Background: an optimization exercise with open tools, aiming at small area. Do not read the settings as production practice. Only simulation tests tie the RTL to the original design; equivalence was not proved.

===== flow/run.sh =====
#!/bin/bash
# synth_recipe.tcl (not shown) runs the flow's synth.tcl, then flattens the netlist and writes it again
# the make line also repeats each setting of config.mk as NAME=value (left out here)
make -C /OpenROAD-flow-scripts/flow DESIGN_CONFIG=/design/flow/config.mk WORK_HOME=/design/flow/orfs CLKGATE_MAP_FILE= SYNTH_SCRIPT=/design/flow/synth_recipe.tcl finish

===== flow/config.mk =====
export PLATFORM = sky130hd
export DESIGN_NAME = pressure_count_linearizer
export DESIGN_NICKNAME = pressure_count_linearizer
export VERILOG_FILES = /design/flow/design.v
export SDC_FILE = /design/flow/constraint.sdc
export NUM_CORES = 4
export LEC_CHECK = 0
export CAP_MARGIN = 20
export CORE_MARGIN = 2
export CORE_UTILIZATION = 40
export SLEW_MARGIN = 20

===== flow/constraint.sdc =====
create_clock -name core_clock -period 12.0 [get_ports {clk}]
set_input_delay 2.4000 -clock core_clock [delete_from_list [all_inputs] [get_ports {clk}]]
set_output_delay 2.4000 -clock core_clock [all_outputs]
set_load 0.01 [all_outputs]

===== flow/design.v =====
package pcl_pkg;
    localparam int COUNT_W    = 16;
    localparam int OUT_W      = 33;
    localparam int RANGE_W    = 2;
    localparam int CFG_IDX_W  = 2;
    localparam int CFG_DATA_W = 15;
endpackage
import pcl_pkg::*;
module pressure_count_linearizer (
    input  logic                  clk,
    input  logic                  rst_n,
    input  logic                  cfg_we,
    input  logic [pcl_pkg::CFG_IDX_W-1:0]  cfg_index,
    input  logic [pcl_pkg::CFG_DATA_W-1:0] cfg_data,
    input  logic                  start,
    output logic                  busy,
    input  logic [pcl_pkg::COUNT_W-1:0]    factory_count,
    input  logic [pcl_pkg::COUNT_W-1:0]    raw_count,
    output logic                  done,
    output logic [pcl_pkg::OUT_W-1:0]      pressure_utorr,
    output logic [pcl_pkg::RANGE_W-1:0]    display_range
);
    logic               cal_mode_reg;
    logic signed [10:0] ot_reg;
    logic signed [14:0] om_reg;
    logic signed [10:0] ot_raw, ot_cl;
    logic signed [14:0] om_raw, om_cl;
    assign busy = 1'b0;
    always_comb
    begin
        ot_raw = $signed(cfg_data[10:0]);
        om_raw = $signed(cfg_data[14:0]);
        if (ot_raw > 11'sd700)       ot_cl = 11'sd700;
        else if (ot_raw < -11'sd700) ot_cl = -11'sd700;
        else                         ot_cl = ot_raw;
        if (om_raw > 15'sd10000)       om_cl = 15'sd10000;
        else if (om_raw < -15'sd10000) om_cl = -15'sd10000;
        else                           om_cl = om_raw;
    end
    always_ff @(posedge clk or negedge rst_n)
    begin
        if (!rst_n)
        begin
            cal_mode_reg <= 1'b0;
            ot_reg       <= '0;
            om_reg       <= '0;
        end
        else if (cfg_we)
        begin
            case (cfg_index)
                2'd0: cal_mode_reg <= cfg_data[0];
                2'd1: ot_reg       <= ot_cl;
                2'd2: om_reg       <= om_cl;
                default: ;
            endcase
        end
    end
    logic [3:0]  t_idx, s0_idx;
    logic [15:0] s0_v;
    logic        s0_hi;
    always_comb
    begin
        if (raw_count < 16'd18836) t_idx = 4'd0;
        else if (raw_count < 16'd21012) t_idx = 4'd1;
        else if (raw_count < 16'd21916) t_idx = 4'd2;
        else if (raw_count < 16'd24386) t_idx = 4'd3;
        else if (raw_count < 16'd25868) t_idx = 4'd4;
        else if (raw_count < 16'd27390) t_idx = 4'd5;
        else if (raw_count < 16'd28354) t_idx = 4'd6;
        else if (raw_count < 16'd29279) t_idx = 4'd7;
        else if (raw_count < 16'd30015) t_idx = 4'd8;
        else if (raw_count < 16'd30556) t_idx = 4'd9;
        else if (raw_count < 16'd30777) t_idx = 4'd10;
        else t_idx = 4'd11;
        if (cal_mode_reg)
        begin
            s0_idx = t_idx;
            s0_v   = ~raw_count;
            s0_hi  = raw_count <= 16'd24037;
        end
        else
        begin
            s0_idx = (factory_count > 16'd50000) ? 4'd13 : 4'd12;
            s0_v   = factory_count;
            s0_hi  = factory_count > 16'd10000;
        end
    end
    logic        s1_valid;
    logic [3:0]  s1_idx;
    logic [15:0] s1_v;
    logic        s1_hi;
    always_ff @(posedge clk or negedge rst_n)
        if (!rst_n) s1_valid <= 1'b0;
        else        s1_valid <= start;
    always_ff @(posedge clk)
    begin
        s1_idx <= s0_idx;
        s1_v   <= s0_v;
        s1_hi  <= s0_hi;
    end
    logic [57:0] k, kc, t;
    logic signed [33:0] ofs;
    always_comb
    begin
        case (s1_idx)
            4'd0: begin k = 58'd5636867011776; kc = 58'd37745007728783552; end
            4'd1: begin k = 58'd5636867011840; kc = 58'd37745007742572799; end
            4'd2: begin k = 58'd189300445952; kc = 58'd280287013955716095; end
            4'd3: begin k = 58'd68806962752; kc = 58'd285542819199335167; end
            4'd4: begin k = 58'd29773331968; kc = 58'd287149014072406015; end
            4'd5: begin k = 58'd19841648352; kc = 58'd287542974166346047; end
            4'd6: begin k = 58'd13052813312; kc = 58'd287801934278942719; end
            4'd7: begin k = 58'd11245268992; kc = 58'd287869140584239103; end
            4'd8: begin k = 58'd8890100736; kc = 58'd287954529564432383; end
            4'd9: begin k = 58'd9303447040; kc = 58'd287939847503708159; end
            4'd10: begin k = 58'd8350650368; kc = 58'd287973175378546687; end
            4'd11: begin k = 58'd6407140481; kc = 58'd288040727895170361; end
            4'd12: begin k = 58'd16777216000; kc = 58'd0; end
            4'd13: begin k = 58'd766718771200; kc = 58'd250733298391711744; end
            default: begin k = '0; kc = '0; end
        endcase
        ofs = s1_hi ? 34'(ot_reg) * 34'sd1000000 : 34'(om_reg) * 34'sd1000;
        t = s1_v * k + kc + {ofs, 24'd0};
    end
    logic               s2_valid;
    logic signed [33:0] s2_q;
    always_ff @(posedge clk or negedge rst_n)
        if (!rst_n) s2_valid <= 1'b0;
        else        s2_valid <= s1_valid;
    always_ff @(posedge clk)
        s2_q <= t[57:24];
    assign done = s2_valid;
    assign pressure_utorr = s2_q[33] ? 33'd0 : s2_q[32:0];
    assign display_range = (s2_q > 34'sd100000000) ? 2'd0 : (s2_q >= 34'sd1000000) ? 2'd1 : 2'd2;
endmodule

==> results.sh <==
export IMPL_hp_class="flop to flop"
export IMPL_dp_hpwl_um=68100
export IMPL_timing_fmax_ghz=0.107
export IMPL_place_congestion=0.916
export IMPL_synth_common_cells="inv_1, fa_1, nand2_1"
export IMPL_rows=102
export IMPL_critPathSlowestCell="fa_1"
export IMPL_grt_pass1_vias=25100
export IMPL_synth_edff_count=0
export IMPL_drive_gt1_frac=0.0275
export IMPL_cts_setup_buffers=0
export IMPL_hold_buffers=0
export IMPL_fp_dieW_um=283
export IMPL_min_period_ns=9.39
export IMPL_critPathKind="flop to flop"
export IMPL_finalCritPeriodShare=0.782
export IMPL_crit_top_cell="fa_1"
export IMPL_seq_area_frac_synth=0.0587
export IMPL_die_h_um=283
export IMPL_tightestPinTransition_ns=1.02
export IMPL_post_cts_resized=0
export IMPL_holdWs_ns=0.353
export IMPL_drtIter0Drc=1192
export IMPL_grt_antenna_before_repair=1
export IMPL_crit_path_start_kind="flop"
export IMPL_syn_inst=3572
export IMPL_post_drt_wl_per_cell_um=18.0
export IMPL_synth_top_area_frac=0.416
export IMPL_final_area_um2=33400
export IMPL_place_area_um2=33100
export IMPL_worstPathArrival_ns=9.70
export IMPL_hold_viol=0
export IMPL_portBuffers=88
export IMPL_final_cells=4608
export IMPL_clock_skew_ns=0.0143
export IMPL_largest_reg_flops=34
export IMPL_clk_latency_ns=0.40
export IMPL_start_util=0.403
export IMPL_maxSlewViolCount=0
export IMPL_netlist_area_um2=31100
export IMPL_grt_use_total=0.218
export IMPL_cts_tree="yes"
export IMPL_numCtsBuffers=9
export IMPL_core_um2=77200
export IMPL_cp_end_kind="flop"
export IMPL_postSynthRegisterBits=84
export IMPL_path_max_fanout=8
export IMPL_area_delta_synth_final_pct=7.25
export IMPL_cts_htree_levels=3
export IMPL_timing_setup_tns_ns=0
export IMPL_dr_pass1_iters=5
export IMPL_synth_top_cells_by_area="fa_1, ha_1, inv_1"
export IMPL_ys_warn_count=1
export IMPL_placed_cells=4591
export IMPL_max_stage_delay_ns=0.55
export IMPL_yosysTopAreaCell="fa_1"
export IMPL_cap_violations=0
export IMPL_overflow=0
export IMPL_drc_errors=0
export IMPL_cts_max_path_buffers=2
export IMPL_vias=23200
export IMPL_grt_first_pass_wirelength_um=138000
export IMPL_cts_root_buf="clkbuf_16"
export IMPL_async_reset_ff_frac=0.345
export IMPL_die_area_um2=80100
export IMPL_synth_nets=4620
export IMPL_yosys_cell_types_count=79
export IMPL_synth_most_common_cell="inv_1"
export IMPL_worst_ep_required_time_ns=12.31
export IMPL_worst_slew_margin_rel=0.318
export IMPL_antenna_left=0
export IMPL_vias_per_cell=5.04
export IMPL_syn_avg_cell_area_um2=8.71
export IMPL_grt_max_degree=63
export IMPL_nNetsFinal=4610
export IMPL_ioPinCount=90
export IMPL_path_clk_slew_ns=0.07
export IMPL_synth_flop_cell="dfxtp_1"
export IMPL_rsz0062_at_grt="no"
export IMPL_drt_total_wl_um=82700
export IMPL_clock_sinks=84
export IMPL_outcome="no timing/DRC/antenna violations"
export IMPL_setup_violations=0
[layout make-up]
| type | count | area [um2] |
|---|---|---|
| fill | 7638 | 43800 |
| multi-input combinational | 2488 | 25600 |
| inverter | 848 | 3180 |
| sequential | 84 | 1830 |
| tap | 1040 | 1300 |
| timing repair buffer | 131 | 1200 |
| clock buffer | 10 | 229 |
| clock inverter | 6 | 45.0 |
| antenna | 1 | 2.50 |
[path summary, 6_finish.rpt]
path                       slack [ns]        end  depth (start not counted)      start
min                              0.35   s2_valid                          0   s1_valid
max reg2reg                      2.61   s2_q[33]                         33  om_reg[9]
min reg2reg                      0.35   s2_valid                          0   s1_valid
max                              2.61   s2_q[33]                         33  om_reg[9]
max in group asynchronous        9.34   s2_valid                          2      rst_n
min in group asynchronous        2.38  ot_reg[5]                          2      rst_n
[cells by family (layout without fill, tap and decap cells)]
kind of cell             Yosys count  count (layout)  share of synthesized area
multiplexers                      22              22                    0.00732
AO/OA/AOI/OAI                    426             426                     0.0870
buffers and inverters           1000             995                      0.121
XOR/XNOR                          75              75                     0.0211
flip-flops                        84              84                     0.0587
AND/OR/NAND/NOR                  969             969                      0.149
other                              1               2                   0.000120
adder cells (fa/ha/maj)          995             995                      0.556
[per-stage QoR]
stage | util | setup WS, ns
2_1_floorplan | - | 3.43
3_3_place_gp | 0.429 | 2.73
3_5_place_dp | 0.429 | 2.58
4_1_cts | 0.432 | 2.58
5_1_grt | 0.432 | 2.09
6_report | 0.432 | 2.61
[critical path: cells and delay by family (launching register included)]
kind                     cells  cell delay (ns)
adder cells (fa/ha/maj)     11             5.16
XOR/XNOR                     1             0.13
buffers and inverters        6             0.47
AND/OR/NAND/NOR              4             0.93
flip-flops                   1             0.46
AO/OA/AOI/OAI               10             2.00
multiplexers                 1             0.16
[placed cells by master, fill, tap and decap left out, types with 6 or more instances in the layout]
master,n
nand2_1,468
a21oi_1,117
inv_1,845
fa_1,647
dfrtp_1,29
clkbuf_16,9
mux2i_1,16
o21ai_0,103
o211ai_1,13
o21a_1,18
nor2_1,94
buf_4,43
dfxtp_1,50
a31oi_1,13
xnor2_1,45
mux2_2,6
nand3_1,27
xor2_1,30
nor2b_1,46
o41ai_1,6
nand2b_1,19
nand3b_1,6
and3_1,19
a211oi_1,14
o21bai_1,9
and2_1,208
o31ai_1,12
or3_1,8
a21o_1,43
o21ai_1,7
nand4_1,17
nor3_1,28
ha_1,348
clkdlybuf4s50_1,88
[metal layers]
metal  global-route usage  part of all wire
met4               0.0810             0.039
met5                    0                 0
met2                0.374              0.49
met3               0.0239             0.043
met1                0.283              0.43

## re-timing with driven ports
No port has a modelled driver above. Below, the same layout with a new extraction and two added sets of constraints. Step 1 assumes that a clkbuf_16 drives the clock port and a buf_2 every other input. Step 2, shift: input delay + t, output delay - t, t = (earliest + latest rising clock arrival at the registers) / 2. This alone moves slack from input paths to output paths. Slacks: ideal ports / drivers / drivers and shift; pairs: ideal ports / drivers.
t, ns: 0.448
setup slack, ns: 2.614 / 2.614 / 2.614
hold slack, ns: 0.353 / 0.353 / 0.353
worst slew at a driven data input, ns: 0.05
cell pins on the clock port's net: 1
After both steps setup and hold are still met in this run. The setup slack of this run moves by 0.000 ns with the drivers and by 0.000 ns with both steps.
